This design comes from an exercise in tuning for small area, a short achievable clock period and few clock cycles on the open sky130 flow, not from production work.
Where RTL was checked, it was by simulation tests only, not by an equivalence proof against the original.
Function not checked in runs 2 and 3: the RTL went through the layout flow alone.

==> flow/design.v (outline; a module is shown in full before it is edited, if it fits) <==
// module matmul_sequencer: 1241 lines
module matmul_sequencer (
  input  logic       clk,
  input  logic       rst,
  input  logic       rx_valid,
  input  logic [7:0] rx_data,
  output logic [7:0] tx_data,
  output logic       tx_valid,
  input  logic       tx_ready,
  output logic       busy,
  output logic       done,
  output logic       err
);
  // ...
==> flow/flow/run.sh <==
#!/bin/bash
set -euo pipefail
bash standard.sh SETUP_SLACK_MARGIN=7.65 CTS_CLUSTER_SIZE=25 CTS_CLUSTER_DIAMETER=70 finish > standard.log 2>&1
==> flow/standard.sh <==
#!/bin/bash
# synth_recipe.tcl (not shown) runs the flow's synth.tcl, then flattens the netlist and writes it again
# the make line also repeats each setting of config.mk as NAME=value (left out here)
make -C /OpenROAD-flow-scripts/flow DESIGN_CONFIG=/design/flow/config.mk WORK_HOME=/design/flow/orfs CLKGATE_MAP_FILE= SYNTH_SCRIPT=/design/flow/synth_recipe.tcl "${@:-finish}"
==> flow/config.mk <==
export PLATFORM = sky130hd
export DESIGN_NAME = matmul_sequencer
export DESIGN_NICKNAME = matmul_sequencer
export VERILOG_FILES = /design/flow/design.v
export SDC_FILE = /design/flow/constraint.sdc
export NUM_CORES = 4
export LEC_CHECK = 0
export CAP_MARGIN = 20
export CORE_MARGIN = 2
export CORE_UTILIZATION = 40
export PLACE_DENSITY = 0.6
export SLEW_MARGIN = 20
==> flow/constraint.sdc <==
create_clock -name core_clock -period 11.0 [get_ports {clk}]
set_input_delay 2.2000 -clock core_clock [delete_from_list [all_inputs] [get_ports {clk}]]
set_output_delay 2.2000 -clock core_clock [all_outputs]
set_load 0.01 [all_outputs]
==> metrics.md, run 1 <==
| Metric | Value |
|---|---|
| Die W | `353 um` |
| Final antenna-violating net count | `0` |
| #FFs+latches synth | `1319` |
| H-tree Lvls | `3` |
| Critical path origin | `hw_q[27]` |
| Compound-gate portion of the synthesized area | `0.0947` |
| Commonest non-fill, non-tap cell in the layout | `dfxtp_1` |
| Syn_area_per_cell | `12.2 um2` |
| Outcome | `finished clean` |
| Setup-failing EPs final | `0` |
| Well-Tap Cells | `1612` |
| Final worst slack | `7.48 ns` |
| Highest Signal Layer | `met5` |
| Synth area leaders | `dfxtp_1, fa_1, edfxtp_1` |
| Reg-to-Reg Start | `hw_q[27]` |
| Minimum clock period | `3.52 ns` |
| Required @ worst endpoint | `11.60 ns` |
| Rows | `127` |
| HP Start | `ar[1][11]` |
| Final cell count without fillers | `5608` |
| # clk buffers | `84` |
| IO buf count | `23` |
| Area of the multi-input gates | `0.0198 mm2` |
| Vias in the first global route | `29132` |
| CTS tree | `built` |
| N_diodes | `0` |
| Placed cells | `5419` |
| Mapped Cells | `3981` |
| FF+latch count | `1319` |
| Nets@finish | `4284` |
| Core Box Area | `0.120 mm2` |
| Vias per inst | `5.15` |
| Cts repair resizes | `207` |
| DRT iter0 DRCs | `2452` |
| TritonCTS buffer count | `67` |
| Sink Count | `1319` |
Testbench counts, summed over its fixed seeds: cycles 26,589.
==> run 2, diff against run 1 <==
--- a/flow/design.v
+++ b/flow/design.v
@@ -24,31 +24,40 @@
   logic [31:0] ains [0:3];
   logic [31:0] cins [0:3];
   logic        s2v_q, s2fin_q, s2last_q;
   logic [1:0]  s2j_q;
   logic        wfin_q;
   logic [1:0]  wfj_q;
   logic [2:0]  fcol_q;
   logic [31:0] w_q;
-  logic        wv_q, wlast_q;
+  logic        wv_q, wlast_q, sv_q, slast_q;
+  logic [7:0]  s_q;
   logic [1:0]  wb_q, oi_q, oj_q;
   logic        oall_q;
   logic [7:0]  tx_data_q;
   logic        tx_valid_q, tx_last_q;
   logic        rxv, wend, hdr_ok, bload, going_busy, awe;
   logic [31:0] word_d;
   assign rxv    = rx_valid & ~busy_q;
   assign wend   = rxv & (bcnt_q == 2'd3);
   assign word_d = {word_q, rx_data};
   assign hdr_ok = ~nz_q & (rx_data[7:3] == 5'd0) & (rx_data[2:0] != 3'd0) &
                   ~(rx_data[2] & (rx_data[1:0] != 2'd0));
   assign bload  = wend & (st_q == S_B);
   assign going_busy = bload & (ci_q == nm1_q) & (ck_q == pm1_q);
-  assign awe    = apend_q & ((lph_q + 2'd1) == tr_q);
+  function automatic logic [1:0] sig(input logic [1:0] ph);
+    unique case (ph)
+      2'd0:    sig = 2'd0;
+      2'd1:    sig = 2'd2;
+      2'd2:    sig = 2'd3;
+      default: sig = 2'd1;
+    endcase
+  endfunction
+  assign awe    = apend_q & (sig(lph_q + 2'd1) == tr_q);
   always_ff @(posedge clk) begin
     if (rxv) word_q <= word_d[23:0];
     if (wend) hw_q <= word_d;
   end
   always_comb begin
     for (int k = 0; k < 4; k++) begin
       ains[k] = (awe && tk_q == 2'(k)) ? hw_q : ar[k][3];
     end
@@ -1058,41 +1067,45 @@
   assign t_c[28] = s522;
   assign t_s[29] = c523;
   assign t_c[29] = s524;
   assign t_s[30] = c525;
   assign t_c[30] = s526;
   assign t_s[31] = c527;
   assign t_c[31] = x528;
   always_ff @(posedge clk) cut_q <= cut_d;
-  logic        take, txfree, busy_eff, tx_go, w_to_tx, wfree, avail, load, direct;
+  logic        take, txfree, busy_eff, tx_go, from_s, w_to_tx, w_split;
+  logic        wfree, avail, load, direct;
   logic [31:0] src;
   logic [7:0]  wbyte;
   assign take     = tx_valid_q & tx_ready;
   assign txfree   = ~tx_valid_q | tx_ready;
   assign busy_eff = busy_q | going_busy;
   assign tx_go    = txfree & busy_eff;
-  assign w_to_tx  = tx_go & wv_q;
-  assign wfree    = ~wv_q | (w_to_tx & (wb_q == 2'd3));
+  assign from_s   = tx_go & sv_q;
+  assign w_to_tx  = tx_go & ~sv_q & wv_q;
+  assign w_split  = w_to_tx & (wb_q == 2'd2);
+  assign wfree    = ~wv_q | (txfree & busy_q & ~sv_q & wb_q[1]);
   assign src      = cr[oj_q][0];
-  assign avail    = st_q[1] & ~oall_q & ((lph_q + 2'd2) == oi_q) &
+  assign avail    = st_q[1] & ~oall_q & (sig(lph_q - 2'd2) == oi_q) &
                     (({1'b0, oj_q} < fcol_q) | (wfin_q & (wfj_q == oj_q)));
   assign load     = avail & wfree;
-  assign direct   = load & tx_go & ~wv_q;
+  assign direct   = load & tx_go & ~wv_q & ~sv_q;
   always_comb begin
     unique case (wb_q)
       2'd0:    wbyte = w_q[31:24];
       2'd1:    wbyte = w_q[23:16];
       2'd2:    wbyte = w_q[15:8];
       default: wbyte = w_q[7:0];
     endcase
   end
   always_ff @(posedge clk) begin
     if (load) w_q <= src;
-    if (tx_go) tx_data_q <= wv_q ? wbyte : src[31:24];
+    if (w_split) s_q <= w_q[7:0];
+    if (tx_go) tx_data_q <= sv_q ? s_q : (wv_q ? wbyte : src[31:24]);
   end
   always_ff @(posedge clk or posedge rst) begin
     if (rst) begin
       st_q      <= S_HDR;
       bcnt_q    <= '0;
       hcnt_q    <= '0;
       lph_q     <= '0;
       mm1_q     <= '0;
@@ -1115,16 +1128,18 @@
       s2fin_q   <= 1'b0;
       s2last_q  <= 1'b0;
       s2j_q     <= '0;
       wfin_q    <= 1'b0;
       wfj_q     <= '0;
       fcol_q    <= '0;
       wv_q      <= 1'b0;
       wlast_q   <= 1'b0;
+      sv_q      <= 1'b0;
+      slast_q   <= 1'b0;
       wb_q      <= '0;
       oi_q      <= '0;
       oj_q      <= '0;
       oall_q    <= 1'b0;
       tx_valid_q <= 1'b0;
       tx_last_q <= 1'b0;
     end else begin
       done_q <= 1'b0;
@@ -1212,21 +1227,27 @@
           oj_q <= '0;
           if (oi_q == mm1_q) oall_q <= 1'b1;
           else oi_q <= oi_q + 2'd1;
         end else begin
           oj_q <= oj_q + 2'd1;
         end
       end else if (w_to_tx) begin
         wb_q <= wb_q + 2'd1;
-        if (wb_q == 2'd3) wv_q <= 1'b0;
+        if (wb_q[1]) wv_q <= 1'b0;
+      end
+      if (w_split) begin
+        sv_q    <= 1'b1;
+        slast_q <= wlast_q;
+      end else if (from_s) begin
+        sv_q    <= 1'b0;
       end
       if (tx_go) begin
-        tx_valid_q <= wv_q | direct;
-        tx_last_q  <= wv_q & wlast_q & (wb_q == 2'd3);
+        tx_valid_q <= sv_q | wv_q | direct;
+        tx_last_q  <= sv_q ? slast_q : (wv_q & wlast_q & (wb_q == 2'd3));
       end
       if (take && tx_last_q) begin
         done_q <= 1'b1;
         busy_q <= 1'b0;
         st_q   <= S_HDR;
         oi_q   <= '0;
         oj_q   <= '0;
         oall_q <= 1'b0;
==> flow/flow/run.sh (replaced) <==
#!/bin/bash
set -euo pipefail
bash standard.sh SETUP_SLACK_MARGIN=7.5 CTS_CLUSTER_SIZE=25 CTS_CLUSTER_DIAMETER=70 finish > standard.log 2>&1
==> metrics.md, run 2 <==
| Metric | Value |
|---|---|
| Outcome | `finished clean` |
| Final antenna-violating net count | `0 (unchanged)` |
| Routed met2 length | `57.1 mm` |
| Global-route wire length before repair | `185 mm` |
| Crit Path Max Fanout | `4` |
| Setup CP Type | `reg -> reg` |
| Proportion of layout cells with a drive suffix above 1 | `0.129` |
| N_diodes | `0 (unchanged)` |
| Syn_area_per_cell | `12.0 um2 (-2.2%)` |
| Peak Freq | `275 MHz` |
| Root Driver | `clkbuf_16` |
| Initial Utilization | `0.403` |
| Final hold viol count | `0` |
| WHS Endpoint | `ar[14][30]` |
| Total congestion overflow | `0` |
| Fillers | `11194` |
| RSZ-0062 raised after global routing | `yes` |
| Setup crit end kind | `register` |
| Mapped Cells | `4109 (+3.2%)` |
| GRT Total Usage | `0.193` |
| Startpoint types | `register` |
| Hold Crit Class | `reg -> reg` |
| TritonCTS buffer count | `67 (unchanged)` |
| Critical path origin | `hw_q[26]` |
| Commonest non-fill, non-tap cells in the layout | `dfxtp_1, nand2_1, inv_1` |
| Met1 Wirelength | `55.8 mm` |
| Clock Skew | `0.0307 ns` |
| Minimum clock period | `3.64 ns (+0.122 ns)` |
| Reg-to-Reg Start | `hw_q[26]` |
| Worst EP arrival | `4.23 ns` |
| H-tree Lvls | `3 (unchanged)` |
| Worst hold slack | `0.321 ns` |
| Top-count cell post-synth | `dfxtp_1` |
| DR pass1 iterations | `7` |
| Most common library cells after synthesis | `dfxtp_1, nand2_1, inv_1` |
| Core Box Area | `0.122 mm2 (+1.3%)` |
| Die Height | `354 um` |
| Area leader, netlist | `dfxtp_1` |
| DRT iter0 DRCs | `2903 (+18%)` |
| CTS tree | `built` |
| Post-DP HPWL | `77.1 mm` |
| Synthesized netlist net count | `4431` |
| Highest Signal Layer | `met4` |
| Sink Count | `1329 (+0.76%)` |
| Synth cell types | `78` |
| Async S/R FF share, synth | `0.0436` |
| EDFF count, synth | `104` |
| Yosys top cell area share | `0.476` |
| HP Start | `ar[13][30]` |
| Vias in the first global route | `29632 (+1.7%)` |
| Worst r2r path cells | `10` |
| Area growth syn-to-layout | `11.0%` |
| RR Endpoint | `cut_q[88]` |
| Routed wl met3 | `7.32 mm` |
| Required @ worst endpoint | `11.59 ns (about the same)` |
| Sum of negative setup slack | `0 ns` |
| Drt total wl | `124 mm` |
| Max-cap violation count | `0` |
| #FFs+latches synth | `1329 (+0.76%)` |
| Worst slew margin | `0.378` |
| Gp weighted congestion | `0.833` |
| Sequential fraction of the synthesis area | `0.569` |
| Final worst-path cycle share | `0.331` |
| Hold Path Depth | `0` |
| Biggest regs | `ar (512), cr (512), cut_q (95)` |
| Die area | `0.126 mm2` |
| Commonest non-fill, non-tap cell in the layout | `dfxtp_1` |
| Synth area leaders | `dfxtp_1, fa_1, edfxtp_1` |
| Final worst slack | `7.36 ns (-0.122 ns)` |
| Post-Place Setup Slack | `6.29 ns` |
| Clk pin slew, worst setup/hold paths | `0.10 ns` |
| Clock Latency Late Sink | `0.65 ns` |
| Vias | `29695` |
| R2r setup slk | `7.36 ns` |
| IO Count | `24` |
| Worst-Margin Slew | `0.908 ns` |
| WL per Instance | `21.7 um` |
| Drc violations | `0` |
| Synth warn | `6` |
| Largest net degree at the start of global routing | `63` |
| Nets@finish | `4400 (+2.7%)` |
| Die W | `354 um (+0.44%)` |
| Vias per inst | `5.19 (+0.76%)` |
| Max Slew Vio Count | `0` |
| IO buf count | `23 (unchanged)` |
| Setup-failing EPs final | `0 (unchanged)` |
| Ys flop type | `dfxtp_1` |
| Rows | `128 (+0.79%)` |
| Synthesized area | `0.0491 mm2` |
| Clk buf depth | `3` |
| Initial antenna violation count | `1` |
==> run 2: cell type report <==
class                      count  area [um2]  area share
sequential                  1329       28000       0.513
multi-input combinational   2198       19500       0.359
tap                         1625        2030      0.0373
timing repair buffer         176        1850      0.0340
clock buffer                  78        1760      0.0323
inverter                     305        1170      0.0215
clock inverter                14         164     0.00301
timing repair inverter         1        8.76    0.000161
==> run 2: cells by family (layout without fill, tap and decap cells) <==
family / Yosys count / count (layout) / share of synthesized area
buffers and inverters: 583 / 574 / 0.0449
AOI/OAI and AO/OA: 779 / 779 / 0.108
DFF: 1329 / 1329 / 0.569
and+or+nand+nor: 565 / 566 / 0.0518
xor gates and xnor gates: 371 / 371 / 0.0663
muxes: 172 / 172 / 0.0462
adders and majority gates: 310 / 310 / 0.114
==> run 2: timing repair <==
item                       4_1_cts  5_1_grt
buffers inserted                67       11
gates cloned                     7        2
gates resized for setup        139       98
hold endpoints to repair         0        0
pin swaps                       28       57
setup endpoints to repair      194       91
hold buffers                     0        0
==> run 2: per-stage QoR <==
stage               instances  instance area, um2   util
finish                   5726               54500  0.447
global route             5726               54500  0.447
CTS                      5713               54100  0.444
detailed placement       5547               51000  0.419
global placement         5547               51000  0.419
floorplan                4109               49500      -
==> run 2: how the worst max path moves through the flow <==
stage | end | slack [ns] | cells after the start
after global routing | cut_q[82] | 7.29 | 11
after global placement | oall_q | 6.34 | 9
final | cut_q[88] | 7.36 | 10
after floorplan | oall_q | 6.49 | 7
after CTS | cut_q[94] | 7.32 | 13
after detailed placement | oall_q | 6.29 | 9
==> run 2: critical path: stages, from the launching register on <==
cell and delay [ns]:
edfxtp_1 0.54, buf_6 0.18, a22oi_2 0.15, xnor2_1 0.10
fa_1 0.53, inv_2 0.05, fa_1 0.55, inv_2 0.05
fa_1 0.51, fa_2 0.41, fa_2 0.51
==> run 2: routing by layer <==
| metal | global-route usage | up-vias |
|---|---|---|
| li1 | - | 13701 |
| met1 | 0.268 | 14807 |
| met2 | 0.313 | 986 |
| met3 | 0.0260 | 201 |
| met4 | 0.0590 | 0 |
| met5 | 0 | - |
==> run 3, diff against run 2 <==
==> flow/flow/run.sh (replaced) <==
#!/bin/bash
set -euo pipefail
bash standard.sh SETUP_SLACK_MARGIN=7.65 CTS_CLUSTER_SIZE=25 CTS_CLUSTER_DIAMETER=70 finish > standard.log 2>&1
==> metrics.md, run 3 <==
| Metric | Value |
|---|---|
| Outcome | `finished clean` |
| Global-route wire length before repair | `190 mm (+2.8%)` |
| Sum of negative setup slack | `0 ns (unchanged)` |
| Setup-failing EPs final | `0 (unchanged)` |
| Worst-Margin Slew | `0.852 ns (-0.0553 ns)` |
| Commonest non-fill, non-tap cells in the layout | `dfxtp_1, nand2_1, inv_1` |
| Syn_area_per_cell | `12.0 um2 (unchanged)` |
| Mapped Cells | `4109 (unchanged)` |
| Most common library cells after synthesis | `dfxtp_1, nand2_1, inv_1` |
| Sequential fraction of the synthesis area | `0.569 (unchanged)` |
| IO buf count | `23 (unchanged)` |
| Setup crit end kind | `register` |
| Worst slew margin | `0.415 (+0.0379)` |
| Synthesized area | `0.0491 mm2 (unchanged)` |
| Proportion of layout cells with a drive suffix above 1 | `0.159 (+0.0303)` |
| GRT Total Usage | `0.199 (+0.00618)` |
| R2r setup slk | `7.48 ns (+0.12 ns)` |
| Drc violations | `0 (unchanged)` |
| Final antenna-violating net count | `0 (unchanged)` |
| Top-count cell post-synth | `dfxtp_1` |
| Initial antenna violation count | `1 (unchanged)` |
| RR Endpoint | `cut_q[88]` |
| Vias in the first global route | `30294 (+2.2%)` |
| WL per Instance | `22.0 um (+1.5%)` |
| Slowest cell on crit path | `fa_1` |
| Core Box Area | `0.122 mm2 (unchanged)` |
| H-tree Lvls | `3 (unchanged)` |
| Vias per inst | `5.19 (about the same)` |
| Async S/R FF share, synth | `0.0436 (unchanged)` |
| Area leader, netlist | `dfxtp_1` |
| Commonest non-fill, non-tap cell in the layout | `dfxtp_1` |
| CTS tree | `built` |
| Clk buf depth | `3 (unchanged)` |
| Worst EP arrival | `4.11 ns (-0.12 ns)` |
| Nets@finish | `4430 (+0.68%)` |
| RSZ-0062 raised after global routing | `yes` |
| Total congestion overflow | `0 (unchanged)` |
| TritonCTS buffer count | `66 (-1.5%)` |
| Most used cell, CP | `fa_2` |
| Synthesized netlist net count | `4431 (unchanged)` |
| Clk pin slew, worst setup/hold paths | `0.09 ns (about the same)` |
| Peak Freq | `284 MHz (+3.5%)` |
| Biggest regs | `ar (512), cr (512), cut_q (95)` |
| Root Driver | `clkbuf_16` |
| Post-DP HPWL | `76.9 mm (-0.31%)` |
| DR pass1 iterations | `6 (-1)` |
| IO Count | `24 (unchanged)` |
| CP Cell Sequence | `buf_12, buf_6, a22oi_2, xnor2_2, fa_1, fa_1, inv_2, fa_2, fa_2, fa_2` |
| Synth warn | `6 (unchanged)` |
| Ys flop type | `dfxtp_1` |
| Area growth syn-to-layout | `13.2%` |
| Die area | `0.126 mm2 (unchanged)` |
| HP Start | `ar[2][4]` |
| Hold Path Depth | `0 (unchanged)` |
| Hold Crit Class | `reg -> reg` |
| Slowest cell delay on critical path | `0.53 ns (-0.02 ns)` |
| Die Height | `354 um (unchanged)` |
| Clock Skew | `0.0293 ns (-0.00137 ns)` |
| Rows | `128 (unchanged)` |
| #FFs+latches synth | `1329 (unchanged)` |
| Final hold viol count | `0 (unchanged)` |
| Synth area leaders | `dfxtp_1, fa_1, edfxtp_1` |
| Sink Count | `1329 (unchanged)` |
| Startpoint types | `register` |
| Clock Latency Late Sink | `0.65 ns (about the same)` |
| DRT iter0 DRCs | `2666 (-8.2%)` |
| Reg-to-Reg Start | `hw_q[21]` |
| Max Slew Vio Count | `0 (unchanged)` |
| WHS Endpoint | `ar[3][4]` |
| Setup CP Type | `reg -> reg` |
| Worst r2r path cells | `10 (unchanged)` |
| Largest net degree at the start of global routing | `63 (unchanged)` |
| Final worst-path cycle share | `0.320 (-0.0111)` |
| Drt total wl | `127 mm (+2.0%)` |
| Max-cap violation count | `0 (unchanged)` |
| Core Util, Final | `0.456 (+0.00890)` |
| EDFF count, synth | `104 (unchanged)` |
| Gp weighted congestion | `0.829 (-0.52%)` |
| Vias | `29865 (+0.57%)` |
| Die W | `354 um (unchanged)` |
| Initial Utilization | `0.403 (unchanged)` |
| Synth cell types | `78 (unchanged)` |
| Yosys top cell area share | `0.476 (unchanged)` |
| Crit Path Max Fanout | `7 (+3)` |
| Minimum clock period | `3.52 ns (-0.122 ns)` |
| Required @ worst endpoint | `11.59 ns (about the same)` |
-- run 3: area by class of cell --
type,instances,area (um2)
Fill cell,11024,66300
Sequential cell,1329,28000
Multi-Input combinational cell,2199,20000
Timing Repair Buffer,206,2480
Tap cell,1625,2030
Clock buffer,79,1760
Inverter,305,1170
Clock inverter,13,168
Timing Repair inverter,1,8.76
Antenna cell,1,2.50
-- run 3: cell families (layout without fill, tap and decap cells) --
family,after synthesis,count (layout),synth area share
DFF,1329,1329,0.569
AOI/OAI and AO/OA,779,779,0.108
buffers and inverters,583,604,0.0449
and+or+nand+nor,565,567,0.0518
xor gates and xnor gates,371,371,0.0663
adders and majority gates,310,310,0.114
muxes,172,172,0.0462
other,0,1,0
-- run 3: timing repair --
| item | in CTS | in global routing |
|---|---|---|
| pin swaps | 62 | 83 |
| hold buffers | 0 | 0 |
| gates resized for setup | 278 | 122 |
| cloned | 17 | 1 |
| buffers inserted | 85 | 18 |
| endpoints found under the setup margin | 229 | 155 |
-- run 3: worst max-delay path, delay by kind of cell (launching register included) --
kind / cells / cell delay (ns)
adder cells (fa/ha/maj): 5 / 2.33
flip-flops: 1 / 0.44
buffers and inverters: 3 / 0.35
AO/OA/AOI/OAI: 1 / 0.18
XOR/XNOR: 1 / 0.16
-- run 3: how the worst max path moves through the flow --
stage | depth (start not counted) | endpoint | start | slack (ns)
6_report | 10 | cut_q[88] | hw_q[21] | 7.48
5_1_grt | 10 | cut_q[88] | hw_q[21] | 7.43
4_1_cts | 9 | cut_q[91] | hw_q[21] | 7.50
3_5_place_dp | 9 | oall_q | tx_ready | 6.29
3_3_place_gp | 10 | slast_q | rx_valid | 6.34
2_1_floorplan | 7 | oall_q | tx_ready | 6.49
-- run 3: per-stage QoR --
step	std cells	hold slack [ns]	cell area [um2]	setup WS (ns)
2_1_floorplan	4109	0.310	49700	6.49
3_3_place_gp	5544	0.310	51100	6.34
3_5_place_dp	5544	0.312	51100	6.29
4_1_cts	5738	0.312	55000	7.50
5_1_grt	5757	0.318	55600	7.43
6_report	5758	0.310	55600	7.48
-- run 3: routing by layer --
| metal | routed length (um) | vias up | track usage |
|---|---|---|---|
| li1 | - | 13761 | - |
| met1 | 57000 | 14877 | 0.275 |
| met2 | 57500 | 970 | 0.314 |
| met3 | 7580 | 255 | 0.0341 |
| met4 | 4390 | 2 | 0.0737 |
| met5 | 11 | - | 0 |

[static timing again, ports no longer ideal]
How much do the figures lean on ideal ports? The routed layouts below were timed once more, with nothing changed but the port constraints.
Step 1 assumes that a clkbuf_16 drives the clock port and a buf_2 every other input.
Step 2 moves the port delays by t, midway between the first and last clock arrival at a register: inputs arrive t later, outputs are due t later. That takes back most of the time a late clock gives input paths.
Three values: ideal ports, drivers, drivers and shift; two values: the first two.
run	t (ns)	slack for setup (ns)	worst setup path after step 2
run 1	0.732	7.479 / 7.479 / 6.979	input to register
run 2	0.704	7.357 / 7.357 / 6.876	input to register
run 3	0.716	7.479 / 7.479 / 6.947	input to register
After both steps setup and hold are still met in every run listed. For run 3, which loses most, drivers alone change the setup slack by 0.000 ns; drivers and shift together by -0.532 ns.
